From an optimization exercise on the open Yosys and OpenROAD flow, aimed at small area, a short achievable clock period and few clock cycles; shortcuts taken in it are not production practice.
The RTL was checked by simulation tests, not by an equivalence proof against the original design.

the reference run:
==> flow/design.v <==
module agu_tile_stream #(
  parameter int                    ADDR_WIDTH = 32,
  parameter int                    IDX_WIDTH  = 16,
  parameter int                    LANES      = 4,
  parameter int                    FIFO_DEPTH = 4,
  parameter logic [ADDR_WIDTH-1:0] NULL_ADDR  = '1
) (
  input  logic                  clk,
  input  logic                  rst,
  input  logic                  cfg_valid_i,
  output logic                  cfg_ready_o,
  input  logic [IDX_WIDTH-1:0]  mat_m_i, mat_k_i, mat_n_i,
  input  logic [IDX_WIDTH-1:0]  tm_i, tn_i, tk_i,
  input  logic [ADDR_WIDTH-1:0] base_a_i, base_b_i, base_c_i,
  input  logic [1:0]            elem_shift_i,
  input  logic                  tile_req_i,
  output logic                  tile_done_o,
  output logic                  all_tiles_done_o,
  output logic                  busy_o,
  output logic                  out_valid,
  input  logic                  out_ready,
  output logic [LANES*ADDR_WIDTH-1:0] out_addr,
  output logic [LANES-1:0]      out_null,
  output logic [1:0]            out_id,
  output logic                  out_last
);
  localparam int AW = ADDR_WIDTH;
  localparam int IW = IDX_WIDTH;
  localparam int SW = IW + 3;               
  localparam int LB = $clog2(LANES) + 3;    
  localparam int HW = AW - LB;
  localparam logic [1:0] SEG_A = 2'd0, SEG_B = 2'd1, SEG_C = 2'd2;
  logic busy_q, init_q, armed_q, run_q, done_q, last_q;
  logic [1:0]    seg_q, sh_q;
  logic          lk_q, lm_q;                
  logic          ce_q, re_q;                
  logic [IW-1:0] k_q, n_q, tm_q, tn_q, tk_q;
  logic [IW-1:0] rm_q, rn_q, rk_q, ko_q, no_q;
  logic [IW-1:0] rr_q, rc_q;                
  logic [AW-1:0] p_q, r_q, am_q, bk_q, bb_q, cm_q;
  logic cfg_acc, zero_cfg, valid, pop, adv;
  logic last_m, last_n, last_k, walk_end;
  logic [IW-1:0] em, en, ek;
  logic [IW-1:0] dm, dn, dk;
  assign cfg_acc  = cfg_valid_i & ~busy_q;
  assign zero_cfg = (mat_m_i == '0) | (mat_k_i == '0) | (mat_n_i == '0) |
                    (tm_i == '0) | (tn_i == '0) | (tk_i == '0);
  assign dm     = rm_q - tm_q;
  assign dn     = rn_q - tn_q;
  assign dk     = rk_q - tk_q;
  assign last_m = rm_q <= tm_q;
  assign last_n = rn_q <= tn_q;
  assign last_k = rk_q <= tk_q;
  assign em     = last_m ? rm_q : tm_q;
  assign en     = last_n ? rn_q : tn_q;
  assign ek     = last_k ? rk_q : tk_q;
  assign walk_end = (seg_q == SEG_C) & lm_q & last_n;
  assign valid = run_q | (armed_q & tile_req_i);
  assign pop   = valid & out_ready;
  assign adv   = pop | init_q;
  assign out_valid        = valid;
  assign tile_done_o      = out_ready & last_q;
  assign cfg_ready_o      = ~busy_q;
  assign busy_o           = busy_q;
  assign all_tiles_done_o = done_q;
  assign out_id           = seg_q;
  assign out_last         = last_q;
  localparam int GN = (HW + 3) / 4;
  logic [HW-1:0]               hi, t;
  logic [GN-1:0]               gf_q;
  logic [LANES-1:1]            c_q, nul_q;
  logic [LANES-1:1][LB-1:0]    lo_q;
  assign hi = p_q[AW-1:LB];
  always_comb begin
    for (int i = 0; i < HW; i++) begin
      t[i] = 1'b1;
      for (int j = 0; j < i / 4; j++) t[i] = t[i] & gf_q[j];
      for (int b = (i / 4) * 4; b < i; b++) t[i] = t[i] & hi[b];
    end
  end
  assign out_null[0]      = 1'b0;
  assign out_addr[AW-1:0] = p_q;
  for (genvar l = 1; l < LANES; l++) begin : g_lane
    assign out_null[l]          = nul_q[l];
    assign out_addr[l*AW +: AW] = nul_q[l] ? NULL_ADDR : {hi ^ (t & {HW{c_q[l]}}), lo_q[l]};
  end
  localparam int EV_START = 0, EV_INROW = 1, EV_ROW = 2, EV_TOB = 3, EV_TOC = 4;
  logic [4:0]    ev_q, ev_n;
  logic          start, inrow, rowadv, to_b, to_c, ce_n, re_n, lk_n, last_n_beat;
  logic [1:0]    seg_n;
  logic [IW-1:0] y, w_n, h_n;
  logic [SW-1:0] y_s, z_s;
  logic [AW-1:0] x, madd, uadd;
  logic [GN-1:0] gf_n;
  logic [LANES-1:1] c_n, nul_n;
  logic [LANES-1:1][LB-1:0] lo_n;
  logic [IW-1:0] rc_n;
  assign start  = ev_q[EV_START];
  assign inrow  = ev_q[EV_INROW];
  assign rowadv = ev_q[EV_ROW];
  assign to_b   = ev_q[EV_TOB];
  assign to_c   = ev_q[EV_TOC];
  always_comb begin
    x = ({AW{start}} & am_q) | ({AW{inrow}} & p_q) | ({AW{rowadv}} & r_q) |
        ({AW{to_b}} & bk_q) | ({AW{to_c}} & cm_q);
    y = ({IW{start}} & ko_q) | ({IW{inrow}} & IW'(LANES)) |
        ({IW{rowadv & (seg_q == SEG_A)}} & k_q) | ({IW{rowadv & (seg_q != SEG_A)}} & n_q) |
        ({IW{to_b | to_c}} & no_q);
  end
  assign y_s  = SW'(y) << sh_q;
  assign madd = x + AW'(y_s);
  always_comb begin
    logic [4*GN-1:0] h;
    h = {{(4*GN-HW){1'b1}}, madd[AW-1:LB]};
    for (int j = 0; j < GN; j++) gf_n[j] = &h[4*j +: 4];
  end
  for (genvar l = 1; l < LANES; l++) begin : g_carry
    logic [LB:0] lo;
    assign lo     = {1'b0, madd[LB-1:0]} + ((LB+1)'(l) << sh_q);
    assign c_n[l]  = lo[LB];
    assign lo_n[l] = lo[LB-1:0];
    assign nul_n[l] = (rc_n[IW-1:2] == '0) & (rc_n[1:0] <= 2'(l));
  end
  assign z_s  = SW'((seg_q == SEG_A) ? rk_q : rn_q) << sh_q;
  assign uadd = r_q + AW'(z_s);
  always_comb begin
    seg_n = seg_q; lk_n = lk_q;
    w_n = (seg_q == SEG_A) ? ek : en;
    h_n = rr_q - IW'(1);
    if (start)     begin seg_n = SEG_A; w_n = ek; h_n = em; end
    else if (to_b) begin seg_n = SEG_B; w_n = en; h_n = ek; lk_n = last_k; end
    else if (to_c) begin seg_n = SEG_C; w_n = en; h_n = em; end
  end
  assign rc_n = inrow ? rc_q - IW'(LANES) : w_n;
  assign ce_n = inrow ? (rc_q <= IW'(2*LANES)) : (w_n <= IW'(LANES));
  assign re_n = inrow ? re_q : (h_n == IW'(1));
  assign last_n_beat = ce_n & re_n & ((seg_n == SEG_C) | ((seg_n == SEG_B) & ~lk_n));
  always_comb begin
    ev_n = '0;
    if (last_n_beat)           ev_n[EV_START] = 1'b1;
    else if (!ce_n)            ev_n[EV_INROW] = 1'b1;
    else if (!re_n)            ev_n[EV_ROW]   = 1'b1;
    else if (seg_n == SEG_A)   ev_n[EV_TOB]   = 1'b1;
    else                       ev_n[EV_TOC]   = 1'b1;
  end
  always_ff @(posedge clk or posedge rst) begin
    if (rst) begin
      busy_q <= 1'b0; init_q <= 1'b0; armed_q <= 1'b0; run_q <= 1'b0;
      done_q <= 1'b0; last_q <= 1'b0;
    end else if (cfg_acc) begin
      busy_q <= ~zero_cfg; init_q <= ~zero_cfg; armed_q <= 1'b0; run_q <= 1'b0;
      done_q <= zero_cfg; last_q <= 1'b0;
    end else begin
      init_q <= 1'b0;
      if (init_q) armed_q <= 1'b1;
      if (busy_q & tile_req_i) run_q <= 1'b1;
      if (adv) last_q <= last_n_beat;
      if (pop & last_q) begin
        run_q <= 1'b0;
        if (walk_end) begin busy_q <= 1'b0; armed_q <= 1'b0; done_q <= 1'b1; end
      end
    end
  end
  always_ff @(posedge clk) begin
    if (!busy_q) begin
      k_q <= mat_k_i; n_q <= mat_n_i; tm_q <= tm_i; tn_q <= tn_i; tk_q <= tk_i;
      sh_q <= elem_shift_i;
      rm_q <= mat_m_i; rn_q <= mat_n_i; rk_q <= mat_k_i; ko_q <= '0; no_q <= '0;
      am_q <= base_a_i; bk_q <= base_b_i; bb_q <= base_b_i; cm_q <= base_c_i;
      ev_q <= 5'(1 << EV_START);
    end else if (adv) begin
      p_q <= madd; gf_q <= gf_n; c_q <= c_n; lo_q <= lo_n; nul_q <= nul_n; ev_q <= ev_n;
      rc_q <= rc_n;
      if (!inrow) begin r_q <= madd; rr_q <= h_n; end
      seg_q <= seg_n; lk_q <= lk_n; ce_q <= ce_n; re_q <= re_n;
      if (last_q) begin
        if (lk_q) begin
          rn_q <= last_n ? n_q : dn;
          no_q <= last_n ? '0 : no_q + tn_q;
        end
        if (lk_q & last_n) cm_q <= uadd;
        if (~lk_q) bk_q <= uadd;
      end
      if (to_b) begin
        rk_q <= last_k ? k_q : dk;
        ko_q <= last_k ? '0 : ko_q + tk_q;
        if (last_n & last_k) am_q <= uadd;
      end
      if (to_c) begin
        lm_q <= last_m;
        bk_q <= bb_q;
        if (last_n) rm_q <= dm;
      end
    end
  end
endmodule
clock: 13.5 ns
lec_check: 0
abc_area: 1
cap_margin: 20
core_margin: 2
core_utilization: 55
place_density: 0.7
setup_slack_margin: 5
slew_margin: 20
standard.sh (not shown) runs the stock make flow with config.mk's settings and CLKGATE_MAP_FILE= SYNTH_SCRIPT=/design/flow/synth_recipe.tcl, a recipe that flattens the netlist after the stock synthesis.
==> flow/flow/run.sh <==
#!/bin/bash
# The standard layout (the standard.sh: its synthesis, floorplan, power grid,
# placement, CTS and routing unchanged), with one difference: the buffers that
# placement puts on every input and output port are sky130_fd_sc_hd__buf_1
# cells instead of the default delay-cell buffers.
set -euo pipefail
export BUFFER_PORTS_ARGS="-buffer_cell sky130_fd_sc_hd__buf_1"
bash standard.sh finish > flow_make.log 2>&1
Testbench counts of the reference run, summed over its fixed seeds: cycles 105,238.
#### Input delta (the trial run over the reference run)
-- flow/design.v --
<<< the reference run, line 42
  logic last_m, last_n, last_k, walk_end;
  logic [IW-1:0] em, en, ek;
  logic [IW-1:0] dm, dn, dk;
  assign cfg_acc  = cfg_valid_i & ~busy_q;
  assign zero_cfg = (mat_m_i == '0) | (mat_k_i == '0) | (mat_n_i == '0) |
                    (tm_i == '0) | (tn_i == '0) | (tk_i == '0);
  assign dm     = rm_q - tm_q;
  assign dn     = rn_q - tn_q;
  assign dk     = rk_q - tk_q;
  assign last_m = rm_q <= tm_q;
  assign last_n = rn_q <= tn_q;
  assign last_k = rk_q <= tk_q;
  assign em     = last_m ? rm_q : tm_q;
  assign en     = last_n ? rn_q : tn_q;
>>> the trial run, line 42
  logic last_m, last_n, last_k, walk_end;
  logic [IW-1:0] em, en, ek;
  logic [IW:0]   dm, dn, dk;
  assign cfg_acc  = cfg_valid_i & ~busy_q;
  assign zero_cfg = (mat_m_i == '0) | (mat_k_i == '0) | (mat_n_i == '0) |
                    (tm_i == '0) | (tn_i == '0) | (tk_i == '0);
  assign dm     = {1'b0, rm_q} - {1'b0, tm_q};
  assign dn     = {1'b0, rn_q} - {1'b0, tn_q};
  assign dk     = {1'b0, rk_q} - {1'b0, tk_q};
  assign last_m = dm[IW] | (dm[IW-1:0] == '0);
  assign last_n = dn[IW] | (dn[IW-1:0] == '0);
  assign last_k = dk[IW] | (dk[IW-1:0] == '0);
  assign em     = last_m ? rm_q : tm_q;
  assign en     = last_n ? rn_q : tn_q;
<<< the reference run, line 176
      if (last_q) begin
        if (lk_q) begin
          rn_q <= last_n ? n_q : dn;
          no_q <= last_n ? '0 : no_q + tn_q;
        end
>>> the trial run, line 176
      if (last_q) begin
        if (lk_q) begin
          rn_q <= last_n ? n_q : dn[IW-1:0];
          no_q <= last_n ? '0 : no_q + tn_q;
        end
<<< the reference run, line 183
      end
      if (to_b) begin
        rk_q <= last_k ? k_q : dk;
        ko_q <= last_k ? '0 : ko_q + tk_q;
        if (last_n & last_k) am_q <= uadd;
>>> the trial run, line 183
      end
      if (to_b) begin
        rk_q <= last_k ? k_q : dk[IW-1:0];
        ko_q <= last_k ? '0 : ko_q + tk_q;
        if (last_n & last_k) am_q <= uadd;
<<< the reference run, line 190
        lm_q <= last_m;
        bk_q <= bb_q;
        if (last_n) rm_q <= dm;
      end
    end
>>> the trial run, line 190
        lm_q <= last_m;
        bk_q <= bb_q;
        if (last_n) rm_q <= dm[IW-1:0];
      end
    end
### Flow results
Relative to the reference run, the fraction of the mapped netlist area in simple logic gates of the trial run is higher by 2.7 points.
Instance area at placement on the trial run is up relative to the reference run.
Non-clock buffer total of the final layout: higher on the reference run
The reference run tops out at a higher clock frequency than the trial run.
The trial run contains more vias than the reference run.
Critical path launch point = tile_req_i: the reference run; critical path launch point = gf_q[0]: the trial run
Higher synthesized cell count goes to the trial run over the reference run.
Going from the reference run to the trial run, total number of tap cells grows by 1.2%.
The count of multi-input combinational gates in the reference run is 0.937 times that in the trial run.
The trial run vs. the reference run: wire length on met1 fell 1.2%, die area increased about 2.8%, mean cell area of the mapped netlist fell 4.3%, die height now sits higher.
Testbench counts of the trial run, summed over its fixed seeds: cycles 105,238.

separate check: timing with driven ports:
No port has a modelled driver above. Below, the same layouts with a new extraction and two added sets of constraints.
Step 1: set_driving_cell puts a clkbuf_16 on clk and a buf_2 on each other input, an assumption about the parent block.
Step 2 also shifts input and output timing later by t, the mid clock arrival at the registers, as if the neighbouring blocks saw the same clock.
Three values: ideal ports, drivers, drivers and shift; two values: the first two.
| run | t, ns | setup slack, ns | worst hold slack (ns) |
|---|---|---|---|
| the reference run | 0.655 | 7.723 / 7.691 / 7.691 | 0.528 / 0.528 / 0.528 |
| the trial run | 0.664 | 7.593 / 7.530 / 7.313 | 0.507 / 0.507 / 0.507 |
After both steps every run listed still meets setup and hold. For the trial run, which loses most, drivers alone change the setup slack by -0.063 ns; drivers and shift together by -0.280 ns.
